This design comes from an exercise in tuning for small area, a short achievable clock period and few clock cycles per item on the open sky130 flow, not from production work. In this exercise RTL edits were held to simulation tests only and were not proved equivalent to the original.

==> inputs of v17 <==
Design radix_digit_converter_core, start of the top module:
module radix_digit_converter_core #(
  parameter int unsigned VALUE_BITS = rdc_pkg::VALUE_BITS_DEF,
  parameter int unsigned MAX_DIGITS = rdc_pkg::MAX_DIGITS_DEF
) (
  input  logic                  clk_i,
  input  logic                  rst_ni,
  input  logic                  cfg_we_i,
  input  logic [rdc_pkg::BASE_W-1:0]     cfg_wdata_i,
  input  logic                  in_valid_i,
  output logic                  in_ready_o,
  input  logic [VALUE_BITS-1:0] value_i,
  output logic                  out_valid_o,
  input  logic                  out_ready_i,
  output logic [rdc_pkg::DIGIT_W-1:0]    digit_o,
  output logic                  last_digit_o
);
Settings: LEC_CHECK=0, ABC_AREA=1, CAP_MARGIN=20, CORE_MARGIN=2, CORE_UTILIZATION=40, SETUP_SLACK_MARGIN=4.5, SLEW_MARGIN=20, TNS_END_PERCENT=100; clock period 9.0 ns.
run.sh (not shown) runs the stock make flow with config.mk's settings and CLKGATE_MAP_FILE= SYNTH_SCRIPT=/design/flow/synth_recipe.tcl, a recipe that flattens the netlist after the stock synthesis.
==> inputs of v32, as changes to v17 <==
--- a/flow/design.v
+++ b/flow/design.v
@@ -53,40 +53,39 @@
   logic        byte_q, byte_d;     
   logic [5:0]  pp_q, pp_d;         
   logic        lead_q, lead_d;     
   logic [4:0]  cp_q, cp_d;         
   logic        first_q, first_d;   
   logic [3:0]  vtop_q, vtop_d;     
-  logic [4:0]  ntop_q, ntop_d;     
-  logic [10:0] b3_q, b3_d;         
+  logic [5:0]  ntop_q, ntop_d;     
   logic [5:0]  k_q, k_d;           
   logic [5:0]  remd_q, remd_d;     
   logic        pass1_q, pass1_d;
   logic [4:0]  rp_q, rp_d;         
   logic [4:0]  pops_q, pops_d;     
   logic        ov_q, ov_d;
   logic [7:0]  dig_q, dig_d;
   logic        last_q, last_d;
   logic       rv_q, rv_d;          
   logic       rf_q, rf_d;          
-  logic [4:0] rpos_q, rpos_d;      
+  logic [5:0] rpos_q, rpos_d;      
   logic       lz_q, lz_d;          
   logic       iss_q, iss_d;        
   logic       done_q, done_d;      
   logic       sv_q [NST];          
   logic       sf_q [NST];          
-  logic [4:0] sp_q [NST];          
+  logic [5:0] sp_q [NST];          
   logic [7:0] sr_q [NST];          
   logic       sz_q [NST];          
-  logic [1:0] sb_q [NST];          
+  logic       sb_q [NST];          
   logic       sv_d [NST];
   logic       sf_d [NST];
-  logic [4:0] sp_d [NST];
+  logic [5:0] sp_d [NST];
   logic [7:0] sr_d [NST];
   logic       sz_d [NST];
-  logic [1:0] sb_d [NST];
+  logic       sb_d [NST];
   logic adv;
   assign adv = !ov_q || out_ready_i;
   assign in_ready_o   = (state_q == ST_IDLE);
   assign out_valid_o  = ov_q;
   assign digit_o      = dig_q;
   assign last_digit_o = last_q;
@@ -107,14 +106,14 @@
     end
   end
   logic [7:0] w_win;       
   logic [3:0] ptr_c;
   assign ptr_c = (state_q == ST_P2) ? pp_q[5:2] : cp_q[4:1];
   assign w_win = 8'(w_q >> {ptr_c, 2'b00});
-  logic [1:0] w_pair;      
-  assign w_pair = 2'(w_q >> {rpos_q, 1'b0});
+  logic       w_bit;       
+  assign w_bit = w_q[rpos_q];
   logic [3:0] s_hi, s_lo;
   logic [4:0] s_ptr;
   logic [4:0] s_top;
   always_comb begin
     s_top = '0;
     for (int i = 0; i < 20; i++) begin
@@ -135,55 +134,41 @@
     dd_next = s_q;
     for (int j = 1; j >= 0; j--) begin
       for (int i = 0; i < 20; i++) t[4*i +: 4] = dd_corr(dd_next[4*i +: 4]);
       dd_next = {t[78:0], g[j]};
     end
   end
-  logic [1:0] st_q    [NST];       
+  logic       st_q    [NST];       
   logic [7:0] st_r    [NST];       
   logic       st_z    [NST];       
   logic       st_zin  [NST];       
   always_comb begin
     for (int s = 0; s < NST; s++) begin
-      logic [9:0]  t;
-      logic [10:0] d1, d2, d3;
-      logic        n1, n2, n3;
-      logic [7:0]  rin;
+      logic [8:0] t, d;
+      logic       n;
+      logic [7:0] rin;
       rin       = sf_q[s] ? 8'd0 : sr_q[s];
       st_zin[s] = sf_q[s] ? 1'b0 : sz_q[s];
       t = {rin, sb_q[s]};
-      {n1, d1} = {2'b00, t} - {3'b000, b_q};
-      {n2, d2} = {2'b00, t} - {2'b00, b_q, 1'b0};
-      {n3, d3} = {2'b00, t} - {1'b0, b3_q};
-      if (!n3) begin
-        st_q[s] = 2'd3;
-        st_r[s] = d3[7:0];
-      end else if (!n2) begin
-        st_q[s] = 2'd2;
-        st_r[s] = d2[7:0];
-      end else if (!n1) begin
-        st_q[s] = 2'd1;
-        st_r[s] = d1[7:0];
-      end else begin
-        st_q[s] = 2'd0;
-        st_r[s] = t[7:0];
-      end
-      st_z[s] = st_zin[s] | !n1;
+      {n, d} = {1'b0, t} - {1'b0, b_q};
+      st_q[s] = !n;
+      st_r[s] = n ? t[7:0] : d[7:0];
+      st_z[s] = st_zin[s] | !n;
     end
   end
   logic       fin;
   logic [7:0] fin_dig;
   logic       fin_zero;      
   logic       fin_lastst;    
   always_comb begin
     fin        = 1'b0;
     fin_dig    = '0;
     fin_zero   = 1'b0;
     fin_lastst = 1'b0;
     for (int s = 0; s < NST; s++) begin
-      if (sv_q[s] && sp_q[s] == 5'd0) begin
+      if (sv_q[s] && sp_q[s] == 6'd0) begin
         fin        = 1'b1;
         fin_dig    = st_r[s];
         fin_zero   = !st_z[s];
         fin_lastst = (s == NST - 1);
       end
     end
@@ -193,13 +178,12 @@
     logic [5:0] cap;
     state_d = state_q;
     v_d     = v_q;
     w_d     = w_q;
     s_d     = s_q;
     b_d     = b_q;
-    b3_d    = b3_q;
     pw_d    = pw_q;
     byte_d  = byte_q;
     pp_d    = pp_q;
     lead_d  = lead_q;
     cp_d    = cp_q;
     first_d = first_q;
@@ -220,41 +204,40 @@
       sz_d[s] = sz_q[s];
       if (sv_q[s]) begin
         sr_d[s] = st_r[s];
         sz_d[s] = st_z[s];
       end
     end
-    rv_d    = rv_q && (rpos_q != 5'd0) && (state_q == ST_DIV);
+    rv_d    = rv_q && (rpos_q != 6'd0) && (state_q == ST_DIV);
     rf_d    = 1'b0;
-    rpos_d  = rpos_q - 5'd1;
+    rpos_d  = rpos_q - 6'd1;
     lz_d    = lz_q;
     iss_d   = iss_q;
     done_d  = done_q;
     sv_d[0] = rv_q && (state_q == ST_DIV);
     sf_d[0] = rf_q;
     sp_d[0] = rpos_q;
-    sb_d[0] = w_pair;
+    sb_d[0] = w_bit;
     for (int s = 1; s < NST; s++) begin
       sv_d[s] = sv_q[s-1] && (state_q == ST_DIV);
       sf_d[s] = sf_q[s-1];
       sp_d[s] = sp_q[s-1];
       sb_d[s] = st_q[s-1];
     end
     if (sv_q[NST-1]) begin
-      w_d[{sp_q[NST-1], 1'b0} +: 2] = st_q[NST-1];
-      if (st_q[NST-1] != 2'd0 && !st_zin[NST-1]) begin
+      w_d[sp_q[NST-1]] = st_q[NST-1];
+      if (st_q[NST-1] && !st_zin[NST-1]) begin
         ntop_d = sp_q[NST-1];
         lz_d   = 1'b1;
       end
     end
     case (state_q)
       ST_IDLE: begin
         v_d     = value_i;
         w_d     = 64'(value_i);
         b_d     = beff;
-        b3_d    = 11'(beff) + {1'b0, beff, 1'b0};
         byte_d  = (beff > 9'd16);
         vtop_d  = in_top;
         cp_d    = {in_top, 1'b1};
         s_d     = '0;
         first_d = 1'b1;
         lead_d  = 1'b1;
@@ -279,13 +262,13 @@
           end else if (beff == 9'd10) begin
             state_d = ST_DD;
           end else begin
             state_d = ST_DIV;
             rv_d    = 1'b1;
             rf_d    = 1'b1;
-            rpos_d  = {in_top, 1'b1};
+            rpos_d  = {in_top, 2'b11};
           end
         end
       end
       ST_P2: begin
         logic [3:0] dg;
         logic [5:0] step;
@@ -337,13 +320,13 @@
               done_d = 1'b1;
             end else if (fin_lastst) begin
               iss_d = 1'b0;
               if (!iss_q) begin
                 rv_d   = 1'b1;
                 rf_d   = 1'b1;
-                rpos_d = st_zin[NST-1] ? ntop_q : 5'd0;
+                rpos_d = st_zin[NST-1] ? ntop_q : 6'd0;
                 lz_d   = 1'b0;
               end
             end
           end
           if (lz_q && !iss_q && !rv_q && pass1_q) begin
             rv_d   = 1'b1;
@@ -375,13 +358,13 @@
               w_d     = 64'(v_q);
               k_d     = '0;
               pass1_d = 1'b0;
               state_d = ST_DIV;
               rv_d    = 1'b1;
               rf_d    = 1'b1;
-              rpos_d  = {vtop_q, 1'b1};
+              rpos_d  = {vtop_q, 2'b11};
               lz_d    = 1'b0;
               iss_d   = 1'b0;
             end
           end
         end
       end
@@ -403,13 +386,12 @@
   end
   always_ff @(posedge clk_i) begin
     v_q     <= v_d;
     w_q     <= w_d;
     s_q     <= s_d;
     b_q     <= b_d;
-    b3_q    <= b3_d;
     pw_q    <= pw_d;
     byte_q  <= byte_d;
     pp_q    <= pp_d;
     lead_q  <= lead_d;
     cp_q    <= cp_d;
     first_q <= first_d;
==> inputs of v15, as changes to v17 <==
==> flow/design.v (replaced) <==
package rdc_pkg;
  localparam int unsigned VALUE_BITS_DEF = 63;
  localparam int unsigned MAX_DIGITS_DEF = 64;
  localparam int unsigned BASE_W  = 9;
  localparam int unsigned DIGIT_W = 8;
  localparam logic [BASE_W-1:0] BASE_RESET = 9'd10;
endpackage
module radix_digit_converter_core #(
  parameter int unsigned VALUE_BITS = rdc_pkg::VALUE_BITS_DEF,
  parameter int unsigned MAX_DIGITS = rdc_pkg::MAX_DIGITS_DEF
) (
  input  logic                  clk_i,
  input  logic                  rst_ni,
  input  logic                  cfg_we_i,
  input  logic [rdc_pkg::BASE_W-1:0]     cfg_wdata_i,
  input  logic                  in_valid_i,
  output logic                  in_ready_o,
  input  logic [VALUE_BITS-1:0] value_i,
  output logic                  out_valid_o,
  input  logic                  out_ready_i,
  output logic [rdc_pkg::DIGIT_W-1:0]    digit_o,
  output logic                  last_digit_o
);
  localparam int NST = 4;    
  localparam logic [2:0] ST_IDLE = 3'd0;
  localparam logic [2:0] ST_P2   = 3'd1;   
  localparam logic [2:0] ST_DD   = 3'd2;   
  localparam logic [2:0] ST_DIV  = 3'd3;   
  localparam logic [2:0] ST_SOUT = 3'd4;   
  logic [8:0] cfg_q;
  logic [8:0] beff;
  always_ff @(posedge clk_i or negedge rst_ni) begin
    if (!rst_ni) begin
      cfg_q <= rdc_pkg::BASE_RESET;
    end else if (cfg_we_i) begin
      cfg_q <= cfg_wdata_i;
    end
  end
  always_comb begin
    beff = cfg_q;
    if (cfg_q < 9'd2) begin
      beff = 9'd2;
    end else if (cfg_q > 9'd256) begin
      beff = 9'd256;
    end
  end
  logic [2:0]  state_q, state_d;
  logic [62:0] v_q, v_d;           
  logic [63:0] w_q, w_d;           
  logic [79:0] s_q, s_d;           
  logic [8:0]  b_q, b_d;
  logic [1:0]  pw_q, pw_d;         
  logic        byte_q, byte_d;     
  logic [5:0]  pp_q, pp_d;         
  logic        lead_q, lead_d;     
  logic [3:0]  cp_q, cp_d;         
  logic        first_q, first_d;   
  logic [3:0]  vtop_q, vtop_d;     
  logic [5:0]  ntop_q, ntop_d;     
  logic [5:0]  k_q, k_d;           
  logic [5:0]  remd_q, remd_d;     
  logic        pass1_q, pass1_d;
  logic [4:0]  rp_q, rp_d;         
  logic [4:0]  pops_q, pops_d;     
  logic        ov_q, ov_d;
  logic [7:0]  dig_q, dig_d;
  logic        last_q, last_d;
  logic       sv_q [NST];          
  logic       sf_q [NST];          
  logic [5:0] sp_q [NST];          
  logic [7:0] sr_q [NST];          
  logic       sz_q [NST];          
  logic       sb_q [NST];          
  logic       sv_d [NST];
  logic       sf_d [NST];
  logic [5:0] sp_d [NST];
  logic [7:0] sr_d [NST];
  logic       sz_d [NST];
  logic       sb_d [NST];
  logic adv;
  assign adv = !ov_q || out_ready_i;
  assign in_ready_o   = (state_q == ST_IDLE);
  assign out_valid_o  = ov_q;
  assign digit_o      = dig_q;
  assign last_digit_o = last_q;
  logic [3:0] in_top;      
  always_comb begin
    in_top = '0;
    for (int c = 0; c < 16; c++) begin
      if (((64'(value_i) >> (4 * c)) & 64'hf) != 64'd0) in_top = 4'(c);
    end
  end
  logic [5:0] oct_start;
  always_comb begin
    logic [5:0] t;
    t = {in_top, 2'b11};
    oct_start = 6'd0;
    for (int i = 0; i < 21; i++) begin
      if (6'(3 * i) <= t) oct_start = 6'(3 * i);
    end
  end
  logic [7:0] w_win;       
  logic [3:0] ptr_c;
  assign ptr_c = (state_q == ST_P2) ? pp_q[5:2] : cp_q;
  assign w_win = 8'(w_q >> {ptr_c, 2'b00});
  logic       w_bit;       
  assign w_bit = w_q[sp_q[0]];
  logic [3:0] s_hi, s_lo;
  logic [4:0] s_ptr;
  logic [4:0] s_top;
  always_comb begin
    s_top = '0;
    for (int i = 0; i < 20; i++) begin
      if (s_q[4*i +: 4] != 4'd0) s_top = 5'(i);
    end
  end
  assign s_ptr = (first_q && !byte_q && b_q == 9'd10) ? s_top : rp_q;
  assign s_hi  = 4'(s_q >> {s_ptr, 2'b00});
  assign s_lo  = 4'(s_q >> {s_ptr[4:1], 3'b000});
  function automatic logic [3:0] dd_corr(input logic [3:0] d);
    dd_corr = (d >= 4'd5) ? 4'(d + 4'd3) : d;
  endfunction
  logic [79:0] dd_next;
  always_comb begin
    logic [79:0] t;
    dd_next = first_q ? 80'd0 : s_q;
    for (int j = 3; j >= 0; j--) begin
      for (int i = 0; i < 20; i++) t[4*i +: 4] = dd_corr(dd_next[4*i +: 4]);
      dd_next = {t[78:0], w_win[j]};
    end
  end
  logic       st_q    [NST];       
  logic [7:0] st_r    [NST];       
  logic       st_z    [NST];       
  logic       st_zin  [NST];       
  always_comb begin
    for (int s = 0; s < NST; s++) begin
      logic [8:0] t, d;
      logic       n;
      logic [7:0] rin;
      rin       = sf_q[s] ? 8'd0 : sr_q[s];
      st_zin[s] = sf_q[s] ? 1'b0 : sz_q[s];
      t = {rin, (s == 0) ? w_bit : sb_q[s]};
      {n, d} = {1'b0, t} - {1'b0, b_q};
      st_q[s] = !n;
      st_r[s] = n ? t[7:0] : d[7:0];
      st_z[s] = st_zin[s] | !n;
    end
  end
  logic       fin;
  logic [7:0] fin_dig;
  logic       fin_zero;      
  logic       fin_lastst;    
  always_comb begin
    fin        = 1'b0;
    fin_dig    = '0;
    fin_zero   = 1'b0;
    fin_lastst = 1'b0;
    for (int s = 0; s < NST; s++) begin
      if (sv_q[s] && sp_q[s] == 6'd0) begin
        fin        = 1'b1;
        fin_dig    = st_r[s];
        fin_zero   = !st_z[s];
        fin_lastst = (s == NST - 1);
      end
    end
  end
  always_comb begin
    logic [5:0] kn;
    logic [5:0] cap;
    state_d = state_q;
    v_d     = v_q;
    w_d     = w_q;
    s_d     = s_q;
    b_d     = b_q;
    pw_d    = pw_q;
    byte_d  = byte_q;
    pp_d    = pp_q;
    lead_d  = lead_q;
    cp_d    = cp_q;
    first_d = first_q;
    vtop_d  = vtop_q;
    ntop_d  = ntop_q;
    k_d     = k_q;
    remd_d  = remd_q;
    pass1_d = pass1_q;
    rp_d    = rp_q;
    pops_d  = pops_q;
    ov_d    = ov_q && !out_ready_i;
    dig_d   = dig_q;
    last_d  = last_q;
    kn  = k_q + 6'd1;
    cap = byte_q ? 6'd10 : 6'd20;
    for (int s = 0; s < NST; s++) begin
      sr_d[s] = sr_q[s];
      sz_d[s] = sz_q[s];
      if (sv_q[s]) begin
        sr_d[s] = st_r[s];
        sz_d[s] = st_z[s];
      end
    end
    sv_d[0] = sv_q[0] && (sp_q[0] != 6'd0);
    sf_d[0] = 1'b0;
    sp_d[0] = sp_q[0] - 6'd1;
    sb_d[0] = 1'b0;
    for (int s = 1; s < NST; s++) begin
      sv_d[s] = sv_q[s-1] && (state_q == ST_DIV);
      sf_d[s] = sf_q[s-1];
      sp_d[s] = sp_q[s-1];
      sb_d[s] = st_q[s-1];
    end
    if (state_q != ST_DIV) sv_d[0] = 1'b0;
    if (sv_q[NST-1]) begin
      w_d[sp_q[NST-1]] = st_q[NST-1];
      if (st_q[NST-1] && !st_zin[NST-1]) ntop_d = sp_q[NST-1];
    end
    case (state_q)
      ST_IDLE: begin
        v_d     = value_i;
        w_d     = 64'(value_i);
        b_d     = beff;
        byte_d  = (beff > 9'd16);
        vtop_d  = in_top;
        cp_d    = in_top;
        first_d = 1'b1;
        lead_d  = 1'b1;
        k_d     = '0;
        pass1_d = 1'b1;
        if (beff == 9'd2) begin
          pw_d = 2'd0;
          pp_d = {in_top, 2'b11};
        end else if (beff == 9'd8) begin
          pw_d = 2'd1;
          pp_d = oct_start;
        end else begin
          pw_d = 2'd2;
          pp_d = {in_top, 2'b00};
        end
        if (in_valid_i) begin
          if (beff == 9'd2 || beff == 9'd8 || beff == 9'd16) begin
            state_d = ST_P2;
          end else if (beff == 9'd10) begin
            state_d = ST_DD;
          end else begin
            state_d = ST_DIV;
            sv_d[0] = 1'b1;
            sf_d[0] = 1'b1;
            sp_d[0] = {in_top, 2'b11};
          end
        end
      end
      ST_P2: begin
        logic [3:0] dg;
        logic [5:0] step;
        case (pw_q)
          2'd0:    dg = {3'd0, w_win[pp_q[1:0]]};
          2'd1:    dg = {1'b0, 3'(w_win >> pp_q[1:0])};
          default: dg = w_win[3:0];
        endcase
        case (pw_q)
          2'd0:    step = 6'd1;
          2'd1:    step = 6'd3;
          default: step = 6'd4;
        endcase
        if (lead_q && dg == 4'd0 && pp_q != 6'd0) begin
          pp_d = pp_q - step;
        end else if (adv) begin
          ov_d   = 1'b1;
          dig_d  = {4'd0, dg};
          last_d = (pp_q == 6'd0);
          lead_d = 1'b0;
          pp_d   = pp_q - step;
          if (pp_q == 6'd0) state_d = ST_IDLE;
        end
      end
      ST_DD: begin
        s_d     = dd_next;
        first_d = 1'b0;
        cp_d    = cp_q - 4'd1;
        if (cp_q == 4'd0) begin
          first_d = 1'b1;
          state_d = ST_SOUT;
        end
      end
      ST_DIV: begin
        if (fin) begin
          k_d = kn;
          if (byte_q) s_d = {fin_dig, s_q[79:8]};
          else        s_d = {fin_dig[3:0], s_q[79:4]};
          if ((pass1_q && fin_zero) || (!pass1_q && kn == remd_q)) begin
            if (pass1_q) remd_d = kn;
            rp_d    = 5'd19;
            pops_d  = 5'((kn > cap) ? cap : kn);
            first_d = 1'b0;
            state_d = ST_SOUT;
          end else if (fin_lastst) begin
            sv_d[0] = 1'b1;
            sf_d[0] = 1'b1;
            sp_d[0] = st_zin[NST-1] ? ntop_q : 6'd0;
          end
        end
      end
      ST_SOUT: begin
        if (adv) begin
          ov_d    = 1'b1;
          first_d = 1'b0;
          if (b_q == 9'd10) begin
            dig_d  = {4'd0, s_hi};
            last_d = (s_ptr == 5'd0);
            rp_d   = s_ptr - 5'd1;
            if (s_ptr == 5'd0) state_d = ST_IDLE;
          end else begin
            dig_d  = byte_q ? {s_hi, s_lo} : {4'd0, s_hi};
            last_d = (remd_q == 6'd1);
            remd_d = remd_q - 6'd1;
            pops_d = pops_q - 5'd1;
            rp_d   = byte_q ? (rp_q - 5'd2) : (rp_q - 5'd1);
            if (remd_q == 6'd1) begin
              state_d = ST_IDLE;
            end else if (pops_q == 5'd1) begin
              w_d     = 64'(v_q);
              k_d     = '0;
              pass1_d = 1'b0;
              state_d = ST_DIV;
              sv_d[0] = 1'b1;
              sf_d[0] = 1'b1;
              sp_d[0] = {vtop_q, 2'b11};
            end
          end
        end
      end
      default: state_d = ST_IDLE;
    endcase
  end
  always_ff @(posedge clk_i or negedge rst_ni) begin
    if (!rst_ni) begin
      state_q <= ST_IDLE;
      ov_q    <= 1'b0;
      for (int s = 0; s < NST; s++) sv_q[s] <= 1'b0;
    end else begin
      state_q <= state_d;
      ov_q    <= ov_d;
      for (int s = 0; s < NST; s++) sv_q[s] <= sv_d[s];
    end
  end
  always_ff @(posedge clk_i) begin
    v_q     <= v_d;
    w_q     <= w_d;
    s_q     <= s_d;
    b_q     <= b_d;
    pw_q    <= pw_d;
    byte_q  <= byte_d;
    pp_q    <= pp_d;
    lead_q  <= lead_d;
    cp_q    <= cp_d;
    first_q <= first_d;
    vtop_q  <= vtop_d;
    ntop_q  <= ntop_d;
    k_q     <= k_d;
    remd_q  <= remd_d;
    pass1_q <= pass1_d;
    rp_q    <= rp_d;
    pops_q  <= pops_d;
    dig_q   <= dig_d;
    last_q  <= last_d;
    for (int s = 0; s < NST; s++) begin
      sf_q[s] <= sf_d[s];
      sp_q[s] <= sp_d[s];
      sr_q[s] <= sr_d[s];
      sz_q[s] <= sz_d[s];
      sb_q[s] <= sb_d[s];
    end
  end
endmodule
ABC_AREA = unset   (was 1)
SETUP_SLACK_MARGIN = unset   (was 4.5)
TNS_END_PERCENT = unset   (was 100)
==> inputs of v23, as changes to v17 <==
--- a/flow/design.v
+++ b/flow/design.v
@@ -18,13 +18,13 @@
   input  logic [VALUE_BITS-1:0] value_i,
   output logic                  out_valid_o,
   input  logic                  out_ready_i,
   output logic [rdc_pkg::DIGIT_W-1:0]    digit_o,
   output logic                  last_digit_o
 );
-  localparam int NST = 4;    
+  localparam int NST = 2;    
   localparam logic [2:0] ST_IDLE = 3'd0;
   localparam logic [2:0] ST_P2   = 3'd1;   
   localparam logic [2:0] ST_DD   = 3'd2;   
   localparam logic [2:0] ST_DIV  = 3'd3;   
   localparam logic [2:0] ST_SOUT = 3'd4;   
   logic [8:0] cfg_q;
==> comparison <==
- Clock skew, highest first: v23, v15, v32, v17.
- First-iteration DRC count, highest first: v17, v32, v15, v23.
- In v32 the routed wire length is larger than in v23, by about 3.4%.
- Against v23, the fmax of v17 is lower by about 0.37%.
- Die area: v23 < v32 < v17 < v15.
- Synthesized area, highest first: v15, v17, v32, v23.
Testbench counts of v17, summed over its fixed seeds: cycles 9,769, digits 4,076.
Testbench counts of v32, summed over its fixed seeds: cycles 12,058, digits 4,076.
Testbench counts of v15, summed over its fixed seeds: cycles 10,776, digits 4,076.
Testbench counts of v23, summed over its fixed seeds: cycles 11,130, digits 4,076.

[static timing again, ports no longer ideal]
The flow's constraints put no driver on any port. The routed layouts listed below were extracted and timed again, unchanged, in two steps. Step 1: set_driving_cell puts a clkbuf_16 on clk_i and a buf_2 on each other input, an assumption about the parent block. Step 2 times the ports against the registers' clock, not the clock port: input delays grow and output delays shrink by t, the midpoint of the rising clock arrivals with the driver on. a / b / c = no drivers / after step 1 / after step 2; a / b = the first two.
| run | t, ns | setup slack, ns | latest minus earliest clock arrival (ns) |
|---|---|---|---|
| v17 | 0.659 | 4.694 / 4.630 / 4.079 | 0.033 / 0.032 |
| v32 | 0.647 | 4.687 / 4.631 / 4.247 | 0.035 / 0.035 |
| v15 | 0.635 | 2.076 / 2.076 / 2.076 | 0.039 / 0.039 |
| v23 | 0.657 | 4.710 / 4.746 / 4.089 | 0.043 / 0.044 |
After both steps every run listed still meets setup and hold. The setup slack of v23, which loses most, moves by +0.036 ns with the drivers and by -0.621 ns with both steps.
